What follows belongs to an exercise in optimizing a design on an open flow for small area, a short achievable clock period and few clock cycles per item; a production flow would make more cautious choices.
RTL that was checked went through simulation tests only; none was proved equivalent to the original.
Power and IR drop assume default switching activity.

==> flow/design.v <==
package cag_pkg;
  localparam int unsigned LINE_W    = 64;
  localparam int unsigned CNT_REG_W = 13;
  localparam int unsigned LEN_REG_W = 7;
  localparam int unsigned NUM_W     = 12;
  localparam int unsigned ADDR_W    = 3;
  localparam int unsigned DATA_W    = 32;
  localparam int unsigned MIN_LINES = 6;
  localparam int unsigned MAX_LINES = 4096;
  localparam int unsigned MIN_LEN   = 6;
endpackage
module cag_cell (
  input  logic [2:0] lo_i,    
  input  logic [2:0] md_i,    
  input  logic [2:0] hi_i,    
  output logic       maj_o
);
  logic lo, md, hi;
  assign lo    = |lo_i;
  assign md    = (md_i[0] & md_i[1]) | (md_i[2] & (md_i[0] | md_i[1]));
  assign hi    = &hi_i;
  assign maj_o = (lo & md) | (hi & (lo | md));
endmodule
module cag_row (
  input  logic [cag_pkg::LINE_W-1:0] above_i,
  input  logic [cag_pkg::LINE_W-1:0] cur_i,
  input  logic [cag_pkg::LINE_W-1:0] below_i,
  output logic [cag_pkg::LINE_W-1:0] maj_o
);
  logic [cag_pkg::LINE_W-1:0] col_lo, col_md, col_hi;
  assign col_lo = above_i & cur_i & below_i;
  assign col_md = (above_i & cur_i) | (below_i & (above_i | cur_i));
  assign col_hi = above_i | cur_i | below_i;
  for (genvar y = 0; y < cag_pkg::LINE_W; y++) begin : g_lane
    if (y >= 3 && y <= cag_pkg::LINE_W - 3) begin : g_cell
      cag_cell u_cell (
        .lo_i  (col_lo[y+1:y-1]),
        .md_i  (col_md[y+1:y-1]),
        .hi_i  (col_hi[y+1:y-1]),
        .maj_o (maj_o[y])
      );
    end else begin : g_none
      assign maj_o[y] = 1'b0;
    end
  end
endmodule
module cave_automaton_generation_unit (
  input  logic                          clk_i,
  input  logic                          rst_ni,
  input  logic                          psel,
  input  logic                          penable,
  input  logic                          pwrite,
  input  logic [cag_pkg::ADDR_W-1:0]    paddr,
  input  logic [cag_pkg::DATA_W-1:0]    pwdata,
  output logic [cag_pkg::DATA_W-1:0]    prdata,
  output logic                          pready,
  input  logic                          in_valid_i,
  output logic                          in_ready_o,
  input  logic [cag_pkg::LINE_W-1:0]    line_cells_i,
  output logic                          out_valid_o,
  input  logic                          out_ready_i,
  output logic [cag_pkg::LINE_W-1:0]    new_line_cells_o,
  output logic [cag_pkg::NUM_W-1:0]     line_number_o,
  output logic                          run_last_o,
  output logic                          grid_done_o
);
  localparam int unsigned W  = cag_pkg::LINE_W;
  localparam int unsigned CW = cag_pkg::CNT_REG_W;
  localparam int unsigned LW = cag_pkg::LEN_REG_W;
  localparam int unsigned NW = cag_pkg::NUM_W;
  logic [CW-1:0] line_count_q;
  logic [LW-1:0] line_length_q;
  logic [CW-1:0] rdata_q;
  logic [W-1:0]  a_q, b_q;
  logic          b_pend_q;       
  logic [NW-1:0] rem_q;          
  logic [W-1:0]  p_cells_q;
  logic          p_last_q, p_done_q;
  logic          p_full_q;       
  logic          rdy_q;          
  logic [W-1:0]  out_cells_q;
  logic [NW-1:0] out_num_q;
  logic          out_last_q, out_done_q, out_valid_q;
  logic          out_fresh_q;    
  assign pready = 1'b1;
  always_ff @(posedge clk_i or negedge rst_ni) begin
    if (!rst_ni) begin
      line_count_q  <= CW'(64);
      line_length_q <= LW'(64);
    end else if (psel && penable && pwrite) begin
      if (paddr[2]) line_length_q <= pwdata[LW-1:0];
      else          line_count_q  <= pwdata[CW-1:0];
    end
  end
  always_ff @(posedge clk_i) begin
    rdata_q <= paddr[2] ? CW'(line_length_q) : line_count_q;
  end
  assign prdata = cag_pkg::DATA_W'(rdata_q);
  logic [NW-1:0] last_row;
  logic [LW-1:0] len_eff;
  logic [W-1:0]  len_mask, col_in;
  always_comb begin
    if (line_count_q < CW'(cag_pkg::MIN_LINES))      last_row = NW'(cag_pkg::MIN_LINES - 1);
    else if (line_count_q > CW'(cag_pkg::MAX_LINES)) last_row = NW'(cag_pkg::MAX_LINES - 1);
    else                                             last_row = NW'(line_count_q - CW'(1));
    if (line_length_q < LW'(cag_pkg::MIN_LEN))       len_eff = LW'(cag_pkg::MIN_LEN);
    else if (line_length_q > LW'(W))                 len_eff = LW'(W);
    else                                             len_eff = line_length_q;
    for (int y = 0; y < W; y++) begin
      len_mask[y] = (LW'(y) < len_eff);
      col_in[y]   = (y >= 3) && (LW'(y + 3) <= len_eff);
    end
  end
  logic [W-1:0] maj, beat_cells;
  logic         row_in, beat_last, beat_done;
  cag_row u_row (
    .above_i (a_q),
    .cur_i   (b_q),
    .below_i (line_cells_i),
    .maj_o   (maj)
  );
  logic num_restart;
  assign num_restart = out_done_q || out_fresh_q;
  assign row_in    = !num_restart && (out_num_q >= NW'(2)) && (rem_q >= NW'(2));
  assign beat_last = (rem_q != NW'(1));
  assign beat_done = (rem_q == '0);
  always_comb begin
    for (int y = 0; y < W; y++)
      beat_cells[y] = (row_in && col_in[y]) ? maj[y] : (b_q[y] && len_mask[y]);
  end
  logic in_fire, flush, emit, out_free, to_out, to_skid, skid_out, out_load;
  assign in_fire  = in_valid_i && !p_full_q;
  assign flush    = !p_full_q && !in_valid_i && b_pend_q && beat_done;
  assign emit     = (in_fire && b_pend_q) || flush;
  assign out_free = !out_valid_q || out_ready_i;
  assign to_out   = emit && out_free;
  assign to_skid  = emit && !out_free;
  assign skid_out = p_full_q && out_ready_i;
  assign out_load = to_out || skid_out;
  always_ff @(posedge clk_i or negedge rst_ni) begin
    if (!rst_ni) begin
      b_pend_q    <= 1'b0;
      rem_q       <= '0;
      p_full_q    <= 1'b0;
      rdy_q       <= 1'b1;
      out_valid_q <= 1'b0;
      out_fresh_q <= 1'b1;
    end else begin
      if (in_fire) begin
        b_pend_q <= 1'b1;
        rem_q    <= (!b_pend_q || beat_done) ? last_row : rem_q - NW'(1);
      end else if (flush) begin
        b_pend_q <= 1'b0;
      end
      if (p_full_q) begin
        p_full_q <= !out_ready_i;
        rdy_q    <= out_ready_i;
      end else begin
        p_full_q <= to_skid;
        rdy_q    <= !to_skid;
      end
      if (out_load)         out_valid_q <= 1'b1;
      else if (out_ready_i) out_valid_q <= 1'b0;
      if (out_load)         out_fresh_q <= 1'b0;
    end
  end
  always_ff @(posedge clk_i) begin
    if (in_fire) begin
      a_q <= b_q;
      b_q <= line_cells_i;
    end
    if (!p_full_q) begin
      p_cells_q <= beat_cells;
      p_last_q  <= beat_last;
      p_done_q  <= beat_done;
    end
    if (out_load) begin
      out_cells_q <= p_full_q ? p_cells_q : beat_cells;
      out_last_q  <= p_full_q ? p_last_q : beat_last;
      out_done_q  <= p_full_q ? p_done_q : beat_done;
      out_num_q   <= num_restart ? '0 : out_num_q + NW'(1);
    end
  end
  assign in_ready_o       = rdy_q;
  assign out_valid_o      = out_valid_q;
  assign new_line_cells_o = out_cells_q;
  assign line_number_o    = out_num_q;
  assign run_last_o       = out_last_q;
  assign grid_done_o      = out_done_q;
endmodule
clock: 6.5 ns
lec_check: 0
cap_margin: 20
core_margin: 2
core_utilization: 60
cts_buf_list: sky130_fd_sc_hd__clkbuf_16
cts_cluster_diameter: 60
cts_cluster_size: 30
place_density: 0.7
setup_slack_margin: 4.0
slew_margin: 20
run.sh (not shown) runs the stock make flow with config.mk's settings and CLKGATE_MAP_FILE= SYNTH_SCRIPT=/design/flow/synth_recipe.tcl, a recipe that flattens the netlist after the stock synthesis.
Testbench counts at the start, summed over its fixed seeds: cycles 5,576, lines 5,552.
==> next run, changes <==
--- a/flow/design.v
+++ b/flow/design.v
@@ -111,7 +111,7 @@
       col_in[y]   = (y >= 3) && (LW'(y + 3) <= len_eff);
     end
   end
-  logic [W-1:0] maj, beat_cells;
+  logic [W-1:0] maj, use_maj, cell_base, cell_next;
   logic         row_in, beat_last, beat_done;
   cag_row u_row (
     .above_i (a_q),
@@ -125,8 +125,12 @@
   assign beat_last = (rem_q != NW'(1));
   assign beat_done = (rem_q == '0);
   always_comb begin
-    for (int y = 0; y < W; y++)
-      beat_cells[y] = (row_in && col_in[y]) ? maj[y] : (b_q[y] && len_mask[y]);
+    for (int y = 0; y < W; y++) begin
+      use_maj[y]   = !p_full_q && row_in && col_in[y];
+      cell_base[y] = p_full_q ? p_cells_q[y]
+                              : (b_q[y] && len_mask[y] && !(row_in && col_in[y]));
+      cell_next[y] = (maj[y] && use_maj[y]) || cell_base[y];
+    end
   end
   logic in_fire, flush, emit, out_free, to_out, to_skid, skid_out, out_load;
   assign in_fire  = in_valid_i && !p_full_q;
@@ -169,13 +173,13 @@
       a_q <= b_q;
       b_q <= line_cells_i;
     end
+    p_cells_q <= cell_next;
     if (!p_full_q) begin
-      p_cells_q <= beat_cells;
       p_last_q  <= beat_last;
       p_done_q  <= beat_done;
     end
     if (out_load) begin
-      out_cells_q <= p_full_q ? p_cells_q : beat_cells;
+      out_cells_q <= cell_next;
       out_last_q  <= p_full_q ? p_last_q : beat_last;
       out_done_q  <= p_full_q ? p_done_q : beat_done;
       out_num_q   <= num_restart ? '0 : out_num_q + NW'(1);
Outcome: Routed wire length climbs by 7.6%. Sequential power is about the same. Power drops by 2.9%. Fmax climbs by 2.4%. Cell count climbs by 2.1%. Setup slack gets better by 60 ps. Final area drops by 0.79%. Die area climbs by 0.85%. Utilization drops by 1.0 points. Non-clock buffer count drops by 21.
No functional check of the RTL was part of the second run of this note.


cave_automaton_generation_unit, a different RTL version from the one above (not shown whole).
Size: roughly 1700 cells after synthesis, roughly 220 I/O pins, about 17000 um^2 of cells after synthesis.
Design cave_automaton_generation_unit, start of the top module:
module cave_automaton_generation_unit (
  input  logic                          clk_i,
  input  logic                          rst_ni,
  input  logic                          psel,
  input  logic                          penable,
  input  logic                          pwrite,
  input  logic [cag_pkg::ADDR_W-1:0]    paddr,
  input  logic [cag_pkg::DATA_W-1:0]    pwdata,
  output logic [cag_pkg::DATA_W-1:0]    prdata,
  output logic                          pready,
  input  logic                          in_valid_i,
  output logic                          in_ready_o,
  input  logic [cag_pkg::LINE_W-1:0]    line_cells_i,
  output logic                          out_valid_o,
  input  logic                          out_ready_i,
  output logic [cag_pkg::LINE_W-1:0]    new_line_cells_o,
  output logic [cag_pkg::NUM_W-1:0]     line_number_o,
  output logic                          run_last_o,
  output logic                          grid_done_o
);
==> module cag_cell, before the edit <==
module cag_cell (
  input  logic [2:0] lo_i,    
  input  logic [2:0] md_i,    
  input  logic [2:0] hi_i,    
  output logic       maj_o
);
  logic lo, md, hi;
  assign lo    = |lo_i;
  assign md    = (md_i[0] & md_i[1]) | (md_i[2] & (md_i[0] | md_i[1]));
  assign hi    = &hi_i;
  assign maj_o = (lo & md) | (hi & (lo | md));
endmodule
==> module cag_row, before the edit <==
module cag_row (
  input  logic [cag_pkg::LINE_W-1:0] above_i,
  input  logic [cag_pkg::LINE_W-1:0] cur_i,
  input  logic [cag_pkg::LINE_W-1:0] below_i,
  output logic [cag_pkg::LINE_W-1:0] maj_o
);
  logic [cag_pkg::LINE_W-1:0] col_lo, col_md, col_hi;
  assign col_lo = above_i & cur_i & below_i;
  assign col_md = (above_i & cur_i) | (below_i & (above_i | cur_i));
  assign col_hi = above_i | cur_i | below_i;
  for (genvar y = 0; y < cag_pkg::LINE_W; y++) begin : g_lane
    if (y >= 3 && y <= cag_pkg::LINE_W - 3) begin : g_cell
      cag_cell u_cell (
        .lo_i  (col_lo[y+1:y-1]),
        .md_i  (col_md[y+1:y-1]),
        .hi_i  (col_hi[y+1:y-1]),
        .maj_o (maj_o[y])
      );
    end else begin : g_none
      assign maj_o[y] = 1'b0;
    end
  end
endmodule
==> module cave_automaton_generation_unit, before the edit <==
module cave_automaton_generation_unit (
  input  logic                          clk_i,
  input  logic                          rst_ni,
  input  logic                          psel,
  input  logic                          penable,
  input  logic                          pwrite,
  input  logic [cag_pkg::ADDR_W-1:0]    paddr,
  input  logic [cag_pkg::DATA_W-1:0]    pwdata,
  output logic [cag_pkg::DATA_W-1:0]    prdata,
  output logic                          pready,
  input  logic                          in_valid_i,
  output logic                          in_ready_o,
  input  logic [cag_pkg::LINE_W-1:0]    line_cells_i,
  output logic                          out_valid_o,
  input  logic                          out_ready_i,
  output logic [cag_pkg::LINE_W-1:0]    new_line_cells_o,
  output logic [cag_pkg::NUM_W-1:0]     line_number_o,
  output logic                          run_last_o,
  output logic                          grid_done_o
);
  localparam int unsigned W  = cag_pkg::LINE_W;
  localparam int unsigned CW = cag_pkg::CNT_REG_W;
  localparam int unsigned LW = cag_pkg::LEN_REG_W;
  localparam int unsigned NW = cag_pkg::NUM_W;
  logic [CW-1:0] line_count_q;
  logic [LW-1:0] line_length_q;
  logic [CW-1:0] rdata_q;
  logic [W-1:0]  a_q, b_q;
  logic          b_pend_q;       
  logic [NW-1:0] rem_q;          
  logic [W-1:0]  p_cells_q;
  logic          p_last_q, p_done_q;
  logic          p_full_q;       
  logic          rdy_q;          
  logic [W-1:0]  out_cells_q;
  logic [NW-1:0] out_num_q;
  logic          out_last_q, out_done_q, out_valid_q;
  logic          out_fresh_q;    
  assign pready = 1'b1;
  always_ff @(posedge clk_i or negedge rst_ni) begin
    if (!rst_ni) begin
      line_count_q  <= CW'(64);
      line_length_q <= LW'(64);
    end else if (psel && penable && pwrite) begin
      if (paddr[2]) line_length_q <= pwdata[LW-1:0];
      else          line_count_q  <= pwdata[CW-1:0];
    end
  end
  always_ff @(posedge clk_i) begin
    rdata_q <= paddr[2] ? CW'(line_length_q) : line_count_q;
  end
  assign prdata = cag_pkg::DATA_W'(rdata_q);
  logic [NW-1:0] last_row;
  logic [W+1:0]  len_therm;      
  logic [W-1:0]  len_mask, col_in;
  always_comb begin
    if (line_count_q < CW'(cag_pkg::MIN_LINES))      last_row = NW'(cag_pkg::MIN_LINES - 1);
    else if (line_count_q > CW'(cag_pkg::MAX_LINES)) last_row = NW'(cag_pkg::MAX_LINES - 1);
    else                                             last_row = NW'(line_count_q - CW'(1));
    for (int k = 0; k < W + 2; k++)
      len_therm[k] = (k < cag_pkg::MIN_LEN) ? 1'b1
                   : (k < W) ? (line_length_q > LW'(k)) : 1'b0;
    for (int y = 0; y < W; y++) begin
      len_mask[y] = len_therm[y];
      col_in[y]   = (y >= 3) && len_therm[y + 2];
    end
  end
  logic [W-1:0] maj, use_maj, cell_base, cell_next;
  logic         row_in, beat_last, beat_done;
  cag_row u_row (
    .above_i (a_q),
    .cur_i   (b_q),
    .below_i (line_cells_i),
    .maj_o   (maj)
  );
  logic num_restart;
  assign num_restart = out_done_q || out_fresh_q;
  assign row_in    = !num_restart && (out_num_q >= NW'(2)) && (rem_q >= NW'(2));
  assign beat_last = (rem_q != NW'(1));
  assign beat_done = (rem_q == '0);
  always_comb begin
    for (int y = 0; y < W; y++) begin
      use_maj[y]   = !p_full_q && row_in && col_in[y];
      cell_base[y] = p_full_q ? p_cells_q[y]
                              : (b_q[y] && len_mask[y] && !(row_in && col_in[y]));
      cell_next[y] = (maj[y] && use_maj[y]) || cell_base[y];
    end
  end
  logic in_fire, flush, emit, out_free, to_out, to_skid, skid_out, out_load;
  assign in_fire  = in_valid_i && !p_full_q;
  assign flush    = !p_full_q && !in_valid_i && b_pend_q && beat_done;
  assign emit     = (in_fire && b_pend_q) || flush;
  assign out_free = !out_valid_q || out_ready_i;
  assign to_out   = emit && out_free;
  assign to_skid  = emit && !out_free;
  assign skid_out = p_full_q && out_ready_i;
  assign out_load = to_out || skid_out;
  always_ff @(posedge clk_i or negedge rst_ni) begin
    if (!rst_ni) begin
      b_pend_q    <= 1'b0;
      rem_q       <= '0;
      p_full_q    <= 1'b0;
      rdy_q       <= 1'b1;
      out_valid_q <= 1'b0;
      out_fresh_q <= 1'b1;
    end else begin
      if (in_fire) begin
        b_pend_q <= 1'b1;
        rem_q    <= (!b_pend_q || beat_done) ? last_row : rem_q - NW'(1);
      end else if (flush) begin
        b_pend_q <= 1'b0;
      end
      if (p_full_q) begin
        p_full_q <= !out_ready_i;
        rdy_q    <= out_ready_i;
      end else begin
        p_full_q <= to_skid;
        rdy_q    <= !to_skid;
      end
      if (out_load)         out_valid_q <= 1'b1;
      else if (out_ready_i) out_valid_q <= 1'b0;
      if (out_load)         out_fresh_q <= 1'b0;
    end
  end
  always_ff @(posedge clk_i) begin
    if (in_fire) begin
      a_q <= b_q;
      b_q <= line_cells_i;
    end
    p_cells_q <= cell_next;
    if (!p_full_q) begin
      p_last_q  <= beat_last;
      p_done_q  <= beat_done;
    end
    if (out_load) begin
      out_cells_q <= cell_next;
      out_last_q  <= p_full_q ? p_last_q : beat_last;
      out_done_q  <= p_full_q ? p_done_q : beat_done;
      out_num_q   <= num_restart ? '0 : out_num_q + NW'(1);
    end
  end
  assign in_ready_o       = rdy_q;
  assign out_valid_o      = out_valid_q;
  assign new_line_cells_o = out_cells_q;
  assign line_number_o    = out_num_q;
  assign run_last_o       = out_last_q;
  assign grid_done_o      = out_done_q;
endmodule
==> flow/config.mk <==
export PLATFORM = sky130hd
export DESIGN_NAME = cave_automaton_generation_unit
export DESIGN_NICKNAME = cave_automaton_generation_unit
export VERILOG_FILES = /design/flow/design.v
export SDC_FILE = /design/flow/constraint.sdc
export NUM_CORES = 4
export LEC_CHECK = 0
export CAP_MARGIN = 20
export CORE_MARGIN = 2
export CORE_UTILIZATION = 60
export CTS_BUF_LIST = sky130_fd_sc_hd__clkbuf_16
export CTS_CLUSTER_DIAMETER = 60
export CTS_CLUSTER_SIZE = 30
export PLACE_DENSITY = 0.7
export SETUP_SLACK_MARGIN = 4.0
export SLEW_MARGIN = 20
==> flow/constraint.sdc <==
create_clock -name core_clock -period 6.5 [get_ports {clk_i}]
set_input_delay 1.3000 -clock core_clock [delete_from_list [all_inputs] [get_ports {clk_i}]]
set_output_delay 1.3000 -clock core_clock [all_outputs]
set_load 0.01 [all_outputs]
Testbench counts at the start, summed over its fixed seeds: cycles 5,576, lines 5,552.
Change:
--- a/flow/design.v
+++ b/flow/design.v
@@ -8,38 +8,36 @@
   localparam int unsigned MIN_LINES = 6;
   localparam int unsigned MAX_LINES = 4096;
   localparam int unsigned MIN_LEN   = 6;
 endpackage
 module cag_cell (
-  input  logic [2:0] lo_i,    
-  input  logic [2:0] md_i,    
-  input  logic [2:0] hi_i,    
+  input  logic [2:0] col_s_i,    
+  input  logic [2:0] col_c_i,    
   output logic       maj_o
 );
-  logic lo, md, hi;
-  assign lo    = |lo_i;
-  assign md    = (md_i[0] & md_i[1]) | (md_i[2] & (md_i[0] | md_i[1]));
-  assign hi    = &hi_i;
-  assign maj_o = (lo & md) | (hi & (lo | md));
+  logic k_ge2, k_all, k_any;
+  assign k_ge2 = (col_c_i[0] & col_c_i[1]) | (col_c_i[0] & col_c_i[2]) | (col_c_i[1] & col_c_i[2]);
+  assign k_all = &col_c_i;
+  assign k_any = |col_c_i;
+  assign maj_o = (k_ge2 & (|col_s_i)) | k_all | (k_any & (&col_s_i));
 endmodule
 module cag_row (
   input  logic [cag_pkg::LINE_W-1:0] above_i,
   input  logic [cag_pkg::LINE_W-1:0] cur_i,
   input  logic [cag_pkg::LINE_W-1:0] below_i,
   output logic [cag_pkg::LINE_W-1:0] maj_o
 );
-  logic [cag_pkg::LINE_W-1:0] col_lo, col_md, col_hi;
-  assign col_lo = above_i & cur_i & below_i;
-  assign col_md = (above_i & cur_i) | (below_i & (above_i | cur_i));
-  assign col_hi = above_i | cur_i | below_i;
+  logic [cag_pkg::LINE_W-1:0] col_s, col_c;
+  for (genvar y = 0; y < cag_pkg::LINE_W; y++) begin : g_col
+    assign {col_c[y], col_s[y]} = 2'(above_i[y]) + 2'(cur_i[y]) + 2'(below_i[y]);
+  end
   for (genvar y = 0; y < cag_pkg::LINE_W; y++) begin : g_lane
     if (y >= 3 && y <= cag_pkg::LINE_W - 3) begin : g_cell
       cag_cell u_cell (
-        .lo_i  (col_lo[y+1:y-1]),
-        .md_i  (col_md[y+1:y-1]),
-        .hi_i  (col_hi[y+1:y-1]),
-        .maj_o (maj_o[y])
+        .col_s_i (col_s[y+1:y-1]),
+        .col_c_i (col_c[y+1:y-1]),
+        .maj_o   (maj_o[y])
       );
     end else begin : g_none
       assign maj_o[y] = 1'b0;
     end
   end
@@ -95,25 +93,25 @@
   always_ff @(posedge clk_i) begin
     rdata_q <= paddr[2] ? CW'(line_length_q) : line_count_q;
   end
   assign prdata = cag_pkg::DATA_W'(rdata_q);
   logic [NW-1:0] last_row;
-  logic [W+1:0]  len_therm;      
+  logic [LW-1:0] len_eff;
   logic [W-1:0]  len_mask, col_in;
   always_comb begin
     if (line_count_q < CW'(cag_pkg::MIN_LINES))      last_row = NW'(cag_pkg::MIN_LINES - 1);
     else if (line_count_q > CW'(cag_pkg::MAX_LINES)) last_row = NW'(cag_pkg::MAX_LINES - 1);
     else                                             last_row = NW'(line_count_q - CW'(1));
-    for (int k = 0; k < W + 2; k++)
-      len_therm[k] = (k < cag_pkg::MIN_LEN) ? 1'b1
-                   : (k < W) ? (line_length_q > LW'(k)) : 1'b0;
+    if (line_length_q < LW'(cag_pkg::MIN_LEN))       len_eff = LW'(cag_pkg::MIN_LEN);
+    else if (line_length_q > LW'(W))                 len_eff = LW'(W);
+    else                                             len_eff = line_length_q;
     for (int y = 0; y < W; y++) begin
-      len_mask[y] = len_therm[y];
-      col_in[y]   = (y >= 3) && len_therm[y + 2];
+      len_mask[y] = (LW'(y) < len_eff);
+      col_in[y]   = (y >= 3) && (LW'(y + 3) <= len_eff);
     end
   end
-  logic [W-1:0] maj, use_maj, cell_base, cell_next;
+  logic [W-1:0] maj, beat_cells;
   logic         row_in, beat_last, beat_done;
   cag_row u_row (
     .above_i (a_q),
     .cur_i   (b_q),
     .below_i (line_cells_i),
@@ -123,16 +121,12 @@
   assign num_restart = out_done_q || out_fresh_q;
   assign row_in    = !num_restart && (out_num_q >= NW'(2)) && (rem_q >= NW'(2));
   assign beat_last = (rem_q != NW'(1));
   assign beat_done = (rem_q == '0);
   always_comb begin
-    for (int y = 0; y < W; y++) begin
-      use_maj[y]   = !p_full_q && row_in && col_in[y];
-      cell_base[y] = p_full_q ? p_cells_q[y]
-                              : (b_q[y] && len_mask[y] && !(row_in && col_in[y]));
-      cell_next[y] = (maj[y] && use_maj[y]) || cell_base[y];
-    end
+    for (int y = 0; y < W; y++)
+      beat_cells[y] = (row_in && col_in[y]) ? maj[y] : (b_q[y] && len_mask[y]);
   end
   logic in_fire, flush, emit, out_free, to_out, to_skid, skid_out, out_load;
   assign in_fire  = in_valid_i && !p_full_q;
   assign flush    = !p_full_q && !in_valid_i && b_pend_q && beat_done;
   assign emit     = (in_fire && b_pend_q) || flush;
@@ -171,17 +165,17 @@
   always_ff @(posedge clk_i) begin
     if (in_fire) begin
       a_q <= b_q;
       b_q <= line_cells_i;
     end
-    p_cells_q <= cell_next;
     if (!p_full_q) begin
+      p_cells_q <= beat_cells;
       p_last_q  <= beat_last;
       p_done_q  <= beat_done;
     end
     if (out_load) begin
-      out_cells_q <= cell_next;
+      out_cells_q <= p_full_q ? p_cells_q : beat_cells;
       out_last_q  <= p_full_q ? p_last_q : beat_last;
       out_done_q  <= p_full_q ? p_done_q : beat_done;
       out_num_q   <= num_restart ? '0 : out_num_q + NW'(1);
     end
   end
Outcome: The changed run completed with no timing, DRC or antenna violations; cell count goes down by about 1%; worst hold slack gets better by 0.0087 ns; register-to-register slack improves by 0.02 ns; sequential power went down by about 2%; maximum frequency falls by about 3.5%; count of clock-buffer cells in the layout does not change; global-route usage grows by 1.4 points; first-iteration DRC count is higher by 17%; cell area went up by 6.5%; non-clock buffer count went up by 52; setup slack is worse by 0.092 ns; combinational power rises by 37%; die area is higher by 1.6%; synthesized area increases by 1.6%.
Testbench counts after the change, summed over its fixed seeds: cycles 5,576, lines 5,552.

[port drivers added, routing unchanged]
Ports are ideal in the flow. The routed layouts listed here were re-timed in OpenROAD. Step 1 sets driving cells, clkbuf_16 on the clock port and buf_2 on the other inputs (assumed; they add their load-dependent delay and slew). Step 2 moves the port delays by t, midway between the first and last clock arrival at a register: inputs arrive t later, outputs are due t later. That takes back most of the time a late clock gives input paths. Slacks: no drivers / after step 1 / after step 2; pairs: no drivers / after step 1.
run | shift t [ns] | slack for setup (ns) | worst hold slack (ns)
the first run of note 1 | 0.613 | 3.885 / 3.882 / 3.269 | 0.449 / 0.449 / 0.449
the second run of note 1 | 0.631 | 3.945 / 3.891 / 3.368 | 0.459 / 0.459 / 0.459
the first run of note 2 | 0.626 | 3.920 / 3.913 / 3.297 | 0.450 / 0.450 / 0.450
the second run of note 2 | 0.630 | 3.827 / 3.840 / 3.210 | 0.458 / 0.458 / 0.458
After both steps setup and hold are still met in every run listed. For the first run of note 2, which loses most, drivers alone change the setup slack by -0.007 ns; drivers and shift together by -0.623 ns.
